This is an optimization exercise on Yosys and OpenROAD, whose aim is small area, not a production implementation. Only simulation tests tie the RTL to the original design; equivalence was not proved. No activity file was given, so power comes from the tool's default toggle rates.

### config.mk
export PLATFORM = sky130hd
export DESIGN_NAME = exe_top
export DESIGN_NICKNAME = exe_top
export VERILOG_FILES = /design/flow/design.v
export SDC_FILE = /design/flow/constraint.sdc
export NUM_CORES = 4
export LEC_CHECK = 0
export CAP_MARGIN = 20
export CORE_MARGIN = 2
export CORE_UTILIZATION = 40
export SLEW_MARGIN = 20
### constraint.sdc
create_clock -name core_clock -period 10.0 [get_ports {clk}]
set_input_delay 2.0000 -clock core_clock [delete_from_list [all_inputs] [get_ports {clk}]]
set_output_delay 2.0000 -clock core_clock [all_outputs]
set_load 0.01 [all_outputs]
### design.v
package exe_pkg;
        localparam int XLEN       = 32;
        localparam int REG_ADDR_W = 5;
        localparam logic [6:0] OPC_OP     = 7'b0110011;
        localparam logic [6:0] OPC_OP_IMM = 7'b0010011;
        localparam logic [6:0] OPC_BRANCH = 7'b1100011;
        localparam logic [6:0] OPC_LUI    = 7'b0110111;
        localparam logic [6:0] OPC_AUIPC  = 7'b0010111;
        typedef enum logic [2:0] {
                ALU_ADD_SUB = 3'b000,
                ALU_SLL     = 3'b001,
                ALU_SLT     = 3'b010,
                ALU_SLTU    = 3'b011,
                ALU_XOR     = 3'b100,
                ALU_SRL_SRA = 3'b101,
                ALU_OR      = 3'b110,
                ALU_AND     = 3'b111
        } alu_f3_t;
        typedef enum logic [2:0] {
                BR_BEQ  = 3'b000,
                BR_BNE  = 3'b001,
                BR_BLT  = 3'b100,
                BR_BGE  = 3'b101,
                BR_BLTU = 3'b110,
                BR_BGEU = 3'b111
        } br_f3_t;
        typedef enum logic [1:0] {
                KIND_ALU    = 2'd0,
                KIND_BRANCH = 2'd1,
                KIND_UPPER  = 2'd2,
                KIND_NONE   = 2'd3
        } op_kind_t;
        typedef struct packed {
                op_kind_t                kind;
                logic [2:0]              funct3;
                logic                    alt;      
                logic [XLEN-1:0]         x;        
                logic [XLEN-1:0]         y;        
                logic [XLEN-1:0]         upper;    
                logic [XLEN-1:0]         target;   
                logic [REG_ADDR_W-1:0]   rd;
        } op_rec_t;
endpackage
`timescale 1ns/100ps
module operand_decode (
        input  logic                        clk,
        input  logic                        reset_n,
        input  logic                        in_req_i,
        input  logic [31:0]                 instr_i,
        input  logic [exe_pkg::XLEN-1:0]    pc_i,
        input  logic [exe_pkg::XLEN-1:0]    rs1_i,
        input  logic [exe_pkg::XLEN-1:0]    rs2_i,
        output logic                        in_ack_o,
        input  logic                        fifo_full_i,
        output logic                        push_o,
        output exe_pkg::op_rec_t            rec_o
);
        logic [6:0]                 opcode;
        logic [2:0]                 funct3;
        logic [exe_pkg::XLEN-1:0]   imm_i;
        logic [exe_pkg::XLEN-1:0]   imm_b;
        logic [exe_pkg::XLEN-1:0]   imm_u;
        logic                       is_op;
        logic                       is_op_imm;
        assign push_o = in_req_i & ~in_ack_o & ~fifo_full_i;
        always_ff @(posedge clk or negedge reset_n) begin
                if (!reset_n) begin
                        in_ack_o <= 1'b0;
                end else if (push_o) begin
                        in_ack_o <= 1'b1;
                end else if (!in_req_i) begin
                        in_ack_o <= 1'b0;
                end
        end
        assign opcode = instr_i[6:0];
        assign funct3 = instr_i[14:12];
        assign imm_i = {{20{instr_i[31]}}, instr_i[31:20]};
        assign imm_b = {{20{instr_i[31]}}, instr_i[7], instr_i[30:25], instr_i[11:8], 1'b0};
        assign imm_u = {instr_i[31:12], 12'd0};
        assign is_op     = (opcode == exe_pkg::OPC_OP);
        assign is_op_imm = (opcode == exe_pkg::OPC_OP_IMM);
        always_comb begin
                if (is_op || is_op_imm) begin
                        rec_o.kind = exe_pkg::KIND_ALU;
                end else if (opcode == exe_pkg::OPC_BRANCH) begin
                        rec_o.kind = exe_pkg::KIND_BRANCH;
                end else if (opcode == exe_pkg::OPC_LUI || opcode == exe_pkg::OPC_AUIPC) begin
                        rec_o.kind = exe_pkg::KIND_UPPER;
                end else begin
                        rec_o.kind = exe_pkg::KIND_NONE;
                end
                rec_o.funct3 = funct3;
                rec_o.alt    = instr_i[30] & (is_op |
                               (is_op_imm & (funct3 == exe_pkg::ALU_SRL_SRA)));
                rec_o.x      = rs1_i;
                rec_o.y      = is_op_imm ? imm_i : rs2_i;
                rec_o.upper  = (opcode == exe_pkg::OPC_AUIPC) ? pc_i + imm_u : imm_u;
                rec_o.target = pc_i + imm_b;
                rec_o.rd     = instr_i[11:7];
        end
endmodule
`timescale 1ns/100ps
module op_fifo #(
        parameter int DEPTH = 4
) (
        input  logic                clk,
        input  logic                reset_n,
        input  logic                push_i,
        input  exe_pkg::op_rec_t    wdata_i,
        input  logic                pop_i,
        output exe_pkg::op_rec_t    rdata_o,
        output logic                full_o,
        output logic                empty_o
);
        localparam int AW = $clog2(DEPTH);
        localparam int W  = $bits(wdata_i);
        logic [W-1:0]       mem [DEPTH];
        logic [AW-1:0]      wr_ptr;
        logic [AW-1:0]      rd_ptr;
        logic [AW:0]        count;
        assign full_o  = (count == (AW+1)'(DEPTH));
        assign empty_o = (count == '0);
        assign rdata_o = mem[rd_ptr];
        always_ff @(posedge clk) begin
                if (push_i) begin
                        mem[wr_ptr] <= wdata_i;
                end
        end
        always_ff @(posedge clk or negedge reset_n) begin
                if (!reset_n) begin
                        wr_ptr <= '0;
                        rd_ptr <= '0;
                        count  <= '0;
                end else begin
                        if (push_i) begin
                                wr_ptr <= wr_ptr + 1'b1;
                        end
                        if (pop_i) begin
                                rd_ptr <= rd_ptr + 1'b1;
                        end
                        if (push_i && !pop_i) begin
                                count <= count + 1'b1;
                        end else if (pop_i && !push_i) begin
                                count <= count - 1'b1;
                        end
                end
        end
endmodule
`timescale 1ns/100ps
module alu_branch_exec (
        input  logic                                clk,
        input  logic                                reset_n,
        input  logic                                empty_i,
        input  exe_pkg::op_rec_t                    rec_i,
        output logic                                pop_o,
        output logic                                res_req_o,
        input  logic                                res_ack_i,
        output logic [exe_pkg::REG_ADDR_W-1:0]      rd_addr_o,
        output logic                                write_rd_o,
        output logic [exe_pkg::XLEN-1:0]            result_o,
        output logic                                branch_taken_o,
        output logic [exe_pkg::XLEN-1:0]            branch_target_o
);
        typedef enum logic [1:0] {
                OUT_IDLE,
                OUT_REQ,
                OUT_RELEASE
        } out_state_t;
        out_state_t                 state;
        logic [4:0]                 shamt;
        logic                       eq;
        logic                       lt;
        logic                       ltu;
        logic [exe_pkg::XLEN-1:0]   sra_out;
        logic [exe_pkg::XLEN-1:0]   alu_out;
        logic                       br_taken;
        logic [exe_pkg::XLEN-1:0]   res_d;
        logic                       wr_d;
        assign shamt = rec_i.y[4:0];
        assign eq    = (rec_i.x == rec_i.y);
        assign lt    = ($signed(rec_i.x) < $signed(rec_i.y));
        assign ltu   = (rec_i.x < rec_i.y);
        assign sra_out = $signed(rec_i.x) >>> shamt;
        always_comb begin
                case (rec_i.funct3)
                        exe_pkg::ALU_ADD_SUB: alu_out = rec_i.alt ? rec_i.x - rec_i.y
                                                                  : rec_i.x + rec_i.y;
                        exe_pkg::ALU_SLL:     alu_out = rec_i.x << shamt;
                        exe_pkg::ALU_SLT:     alu_out = {31'd0, lt};
                        exe_pkg::ALU_SLTU:    alu_out = {31'd0, ltu};
                        exe_pkg::ALU_XOR:     alu_out = rec_i.x ^ rec_i.y;
                        exe_pkg::ALU_SRL_SRA: alu_out = rec_i.alt ? sra_out
                                                                  : rec_i.x >> shamt;
                        exe_pkg::ALU_OR:      alu_out = rec_i.x | rec_i.y;
                        default:              alu_out = rec_i.x & rec_i.y;
                endcase
        end
        always_comb begin
                case (rec_i.funct3)
                        exe_pkg::BR_BEQ:  br_taken = eq;
                        exe_pkg::BR_BNE:  br_taken = ~eq;
                        exe_pkg::BR_BLT:  br_taken = lt;
                        exe_pkg::BR_BGE:  br_taken = ~lt;
                        exe_pkg::BR_BLTU: br_taken = ltu;
                        exe_pkg::BR_BGEU: br_taken = ~ltu;
                        default:          br_taken = 1'b0;
                endcase
        end
        always_comb begin
                case (rec_i.kind)
                        exe_pkg::KIND_ALU:   res_d = alu_out;
                        exe_pkg::KIND_UPPER: res_d = rec_i.upper;
                        default:             res_d = '0;
                endcase
                wr_d = (rec_i.kind == exe_pkg::KIND_ALU) || (rec_i.kind == exe_pkg::KIND_UPPER);
        end
        assign pop_o = (state == OUT_IDLE) & ~empty_i;
        always_ff @(posedge clk or negedge reset_n) begin
                if (!reset_n) begin
                        state           <= OUT_IDLE;
                        res_req_o       <= 1'b0;
                        rd_addr_o       <= '0;
                        write_rd_o      <= 1'b0;
                        result_o        <= '0;
                        branch_taken_o  <= 1'b0;
                        branch_target_o <= '0;
                end else begin
                        case (state)
                                OUT_IDLE: begin
                                        if (pop_o) begin
                                                state           <= OUT_REQ;
                                                res_req_o       <= 1'b1;
                                                rd_addr_o       <= wr_d ? rec_i.rd : '0;
                                                write_rd_o      <= wr_d;
                                                result_o        <= res_d;
                                                branch_taken_o  <= (rec_i.kind == exe_pkg::KIND_BRANCH)
                                                                   & br_taken;
                                                branch_target_o <= (rec_i.kind == exe_pkg::KIND_BRANCH)
                                                                   ? rec_i.target : '0;
                                        end
                                end
                                OUT_REQ: begin
                                        if (res_ack_i) begin
                                                state     <= OUT_RELEASE;
                                                res_req_o <= 1'b0;
                                        end
                                end
                                default: begin
                                        if (!res_ack_i) begin
                                                state <= OUT_IDLE;
                                        end
                                end
                        endcase
                end
        end
endmodule
`timescale 1ns/100ps
module exe_top #(
        parameter int DEPTH = 4
) (
        input  logic                                clk,
        input  logic                                reset_n,
        input  logic                                in_req_i,
        output logic                                in_ack_o,
        input  logic [31:0]                         instr_i,
        input  logic [exe_pkg::XLEN-1:0]            pc_i,
        input  logic [exe_pkg::XLEN-1:0]            rs1_i,
        input  logic [exe_pkg::XLEN-1:0]            rs2_i,
        output logic                                res_req_o,
        input  logic                                res_ack_i,
        output logic [exe_pkg::REG_ADDR_W-1:0]      rd_addr_o,
        output logic                                write_rd_o,
        output logic [exe_pkg::XLEN-1:0]            result_o,
        output logic                                branch_taken_o,
        output logic [exe_pkg::XLEN-1:0]            branch_target_o
);
        logic               push;
        logic               pop;
        logic               fifo_full;
        logic               fifo_empty;
        exe_pkg::op_rec_t   push_rec;
        exe_pkg::op_rec_t   head_rec;
        operand_decode u_decode (
                .clk         (clk),
                .reset_n     (reset_n),
                .in_req_i    (in_req_i),
                .instr_i     (instr_i),
                .pc_i        (pc_i),
                .rs1_i       (rs1_i),
                .rs2_i       (rs2_i),
                .in_ack_o    (in_ack_o),
                .fifo_full_i (fifo_full),
                .push_o      (push),
                .rec_o       (push_rec)
        );
        op_fifo #(
                .DEPTH (DEPTH)
        ) u_fifo (
                .clk     (clk),
                .reset_n (reset_n),
                .push_i  (push),
                .wdata_i (push_rec),
                .pop_i   (pop),
                .rdata_o (head_rec),
                .full_o  (fifo_full),
                .empty_o (fifo_empty)
        );
        alu_branch_exec u_exec (
                .clk             (clk),
                .reset_n         (reset_n),
                .empty_i         (fifo_empty),
                .rec_i           (head_rec),
                .pop_o           (pop),
                .res_req_o       (res_req_o),
                .res_ack_i       (res_ack_i),
                .rd_addr_o       (rd_addr_o),
                .write_rd_o      (write_rd_o),
                .result_o        (result_o),
                .branch_taken_o  (branch_taken_o),
                .branch_target_o (branch_target_o)
        );
endmodule
### run.sh
#!/bin/bash
# synth_recipe.tcl (not shown) runs the flow's synth.tcl, then flattens the netlist and writes it again
# the make line also repeats each setting of config.mk as NAME=value (left out here)
make -C /OpenROAD-flow-scripts/flow DESIGN_CONFIG=/design/flow/config.mk WORK_HOME=/design/flow/orfs CLKGATE_MAP_FILE= SYNTH_SCRIPT=/design/flow/synth_recipe.tcl finish
==> results.cfg <==
[critical_path]
crit_type = reg -> reg
critical_path.max_fanout = 37
r2r_setup_slack_ns = 3.86
regToRegStartpoint = u_fifo.rd_ptr[0]
reg2regPathDepth = 16
regToRegEndpoint = u_exec.result_o[30]
endpoint_kind = flop
critPathLaunchType = flop
worstPathRequired_ns = 10.55
arrival_ns = 6.69

[global_routing]
grt_antenna_before_repair = 1
grt_pass1_wl_um = 177000
grt_overflow = 0
grt_max_degree = 140
grt_pass1_vias = 25500
grtUsageTotal_pct = 26.8

[power_and_ir_drop]
switchingPower_w = 0.00729
p_clk_share_pct = 18.3
swShare_pct = 48.1
internal_power_w = 0.00785
vdd_drop_max_mv = 0.191
p_seq_share_pct = 23.4
pwr_density_cell_nw_per_um2 = 373
share_comb_of_total_power_pct = 58.3
total_leakage_power_nw = 14.8
total_power_w = 0.0151

[timing]
min_period_ns = 6.14
tightest_slew_ns = 1.05
finalClockSkew_ns = 0.0218
rsz0062_at_grt = no
setup_viol = 0
fin_tns_setup_ns = 0
fmax_ghz = 0.163
fin_crit_sh_pct = 61.4
slew_violations = 0
hold_viol_final = 0
slew_headroom_pct = 29.8
whs_ns = 0.478

[placed_design]
dp.cells = 4076
routabilityCongestion = 1.05
port_buffers = 204
dpl.hpwl_um = 87000

[routing]
postRouteAntennaNets = 0
drtPass1Iterations = 5
drtIter0Drc = 2919
avgViaCountPerCell = 6.14
drc_errors = 0
wl_per_cell_um = 29.0
routed_wl_um = 122000
dr_total_vias = 25800

[yosys]
muxShareOfSynthArea_pct = 11.9
synth_top_area_share_pct = 47.8
synth_top_cells_by_area = edfxtp_1 (48%), mux4_2 (8.5%), dfrtp_1 (5.9%)
synth_compound_area_share_pct = 15.1
yosys_warnings = 3
synth_fp_nets = 3125
ys_ff_latch = 638
synth-xor-area-share_pct = 1.86
synth.distinct_cells = 88
yosys.area.top_type = edfxtp_1
syn_avg_cell_area_um2 = 12.3
synthAdderAreaFrac_pct = 5.69
syn_inst = 2837
synth_ff_type = edfxtp_1
syn_area_um2 = 34900
synth_top_family_by_area = compound AO/OA/AOI/OAI gates
async_flop_share_pct = 12.9
yosys.area_share.simple_pct = 8.31
synth_edf_count = 556
seq_area_frac_synth_pct = 53.7

[floorplanning]
rows = 108
die_y_um = 300
floorplan.initialDensity_pct = 40.3
core_area_um2 = 86600
io_pins = 205
dieArea_um2 = 89700
die_width_um = 300

[clock_network]
clock-sinks = 638
clkTransAtPathRegs_ns = 0.06
cts_setup_buffers = 0
h-tree-depth = 3
holdBufCountCts = 0
clockBufferDepth = 3
cts_buffers = 72
cts_root_buf = clkbuf_16
clk_latency_ns = 0.65
tritoncts = yes
ctsResizeCount = 0

[worst_hold_path]
hold_start = u_exec.rd_addr_o[0]
min_to = u_exec.rd_addr_o[0]
hp-class = reg -> reg
hold_path_depth = 2

[layout]
fin_nets = 3283
areaGrowthSynthToFinish_pct = 16.3
nFillCells = 7757
fin_cells = 4208
final_util_pct = 46.9
drive_gt1_share_pct = 12.2

[flow_run]
maxCapViolations = 0

[status]
status = complete, no violations
==> logic make-up after synthesis <==
kind of cell,Yosys count
AO/OA/AOI/OAI,803
XOR/XNOR,74
buffers and inverters,284
multiplexers,241
AND/OR/NAND/NOR,641
flip-flops,638
adder cells (fa/ha/maj),156
==> cells in the final DEF (no fill, tap or decap), types with 9 or more instances in the layout <==
cell type | Yosys | layout
a211oi_1 | 39 | 39
a21boi_0 | 9 | 9
a21o_1 | 52 | 52
a21oi_1 | 210 | 210
a221oi_1 | 12 | 12
a22o_1 | 40 | 40
a22oi_1 | 27 | 27
a31oi_1 | 23 | 23
and2_1 | 23 | 19
buf_4 | 8 | 43
clkbuf_1 | 84 | 15
clkbuf_16 | 0 | 72
clkdlybuf4s50_1 | 0 | 203
clkinv_2 | 0 | 12
dfrtp_1 | 82 | 80
edfxtp_1 | 556 | 556
ha_1 | 151 | 151
inv_1 | 116 | 114
mux2_2 | 34 | 34
mux2i_1 | 69 | 68
mux4_2 | 132 | 131
nand2_1 | 232 | 232
nand2b_1 | 20 | 20
nand3_1 | 41 | 40
nor2_1 | 185 | 183
nor2b_1 | 19 | 19
nor3_1 | 45 | 43
nor4_1 | 12 | 12
o211ai_1 | 46 | 46
o21a_1 | 19 | 19
o21ai_0 | 164 | 164
o21ai_1 | 15 | 15
o21bai_1 | 22 | 22
o221ai_1 | 10 | 10
o22ai_1 | 10 | 10
o31ai_1 | 13 | 13
or3_1 | 14 | 14
xnor2_1 | 42 | 42
xor2_1 | 32 | 32
==> per-layer routing <==
layer,vias to the layer above,global-route usage [%],wire length [um]
li1,11200,-,-
met1,13100,36.9,51900
met2,1248,42.8,56600
met3,239,4.10,8590
met4,0,10.5,4800
met5,-,0,0
==> stage by stage <==
stage,setup WS (ns),cell area (um^2)
after floorplan,3.70,34900
after global placement,4.05,38100
after detailed placement,3.96,38100
after CTS,3.92,40600
after global routing,3.41,40600
final,3.86,40600
==> synthesized netlist by cell type (9+ instances only) <==
cell type	n
a22oi_1	27
dfrtp_1	82
o221ai_1	10
nand2b_1	20
o21ai_1	15
nor2b_1	19
nand3_1	41
nand2_1	232
ha_1	151
o21ai_0	164
a21o_1	52
nor4_1	12
a21oi_1	210
o21bai_1	22
a31oi_1	23
buf_2	51
o211ai_1	46
inv_1	116
nor3_1	45
xor2_1	32
a21boi_0	9
and2_1	23
xnor2_1	42
mux4_2	132
clkbuf_1	84
o22ai_1	10
o21a_1	19
mux2_2	34
o31ai_1	13
a221oi_1	12
mux2i_1	69
buf_1	18
a22o_1	40
or3_1	14
nor2_1	185
edfxtp_1	556
a211oi_1	39
==> critical path, cell delays in order (launching register included) <==
cell and delay, ns:
dfrtp_4 0.80, buf_4 0.74, mux4_4 0.75, ha_1 0.31, inv_1 0.08, fa_1 0.43
nand2b_1 0.17, a21oi_1 0.32, o21ai_0 0.35, a21oi_1 0.27, a311oi_1 0.12, buf_4 0.20
o311ai_0 0.55, o211ai_1 0.29, o311a_1 0.37, o22a_1 0.18, o311ai_1 0.07
==> sequential cells by signal, indices dropped and copies added, names as in the netlist <==
| register | count |
|---|---|
| u_fifo.rd_ptr | 2 |
| u_exec.result_o | 32 |
| u_exec.rd_addr_o | 5 |
| u_exec.write_rd_o | 1 |
| u_exec.branch_taken_o | 1 |
| u_exec.branch_target_o | 32 |
| u_exec.state | 2 |
| u_fifo.mem | 556 |
| u_decode.in_ack_o | 1 |
| u_exec.res_req_o | 1 |
| u_fifo.wr_ptr | 2 |
| u_fifo.count | 3 |
==> layout make-up <==
cell class	count	area [um^2]	area share, %
timing repair buffer	250	2430	5.99
clock inverter	37	546	1.34
inverter	118	443	1.09
clock buffer	93	1940	4.78
sequential	638	18800	46.2
tap	1155	1450	3.56
multi-input combinational	1915	15000	37.1
antenna	2	5.00	0.0123
==> worst max path at each step <==
| stage | to | startpoint | cells after the start |
|---|---|---|---|
| floorplan | u_fifo.mem[0][0] | in_req_i | 2 |
| global placement | u_exec.result_o[30] | u_fifo.rd_ptr[0] | 16 |
| detailed placement | u_exec.result_o[30] | u_fifo.rd_ptr[0] | 16 |
| CTS | u_exec.result_o[30] | u_fifo.rd_ptr[0] | 16 |
| global route | u_exec.result_o[30] | u_fifo.rd_ptr[0] | 16 |
| finish | u_exec.result_o[30] | u_fifo.rd_ptr[0] | 16 |
==> power by group through the flow <==
stage                     clock network (W)  logic [W]  registers [W]
after detailed placement                  0    0.00856        0.00360
after global placement                    0    0.00862        0.00358
after global routing                0.00292    0.00930        0.00358
after CTS                           0.00282    0.00861        0.00355
final                               0.00277    0.00883        0.00355
after floorplan                           0    0.00560        0.00353

-- static timing again, ports no longer ideal --
The flow's constraints put no driver on any port. The routed layout listed below was extracted and timed again, unchanged, in two steps. Step 1: set_driving_cell puts a clkbuf_16 on clk and a buf_2 on each other input, an assumption about the parent block. Step 2 also shifts input and output timing later by t, the mid clock arrival at the registers, as if the neighbouring blocks saw the same clock. Three values: no drivers, after step 1, after step 2; two values: the first two.
shift t [ns]: 0.712
slack for setup (ns): 3.859 / 3.859 / 3.859
hold slack, ns: 0.478 / 0.478 / 0.478
clock arrival spread, ns: 0.028 / 0.028
cell pins on the clock port's net: 1
After both steps setup and hold are still met in this run. The setup slack of this run moves by 0.000 ns with the drivers and by 0.000 ns with both steps.
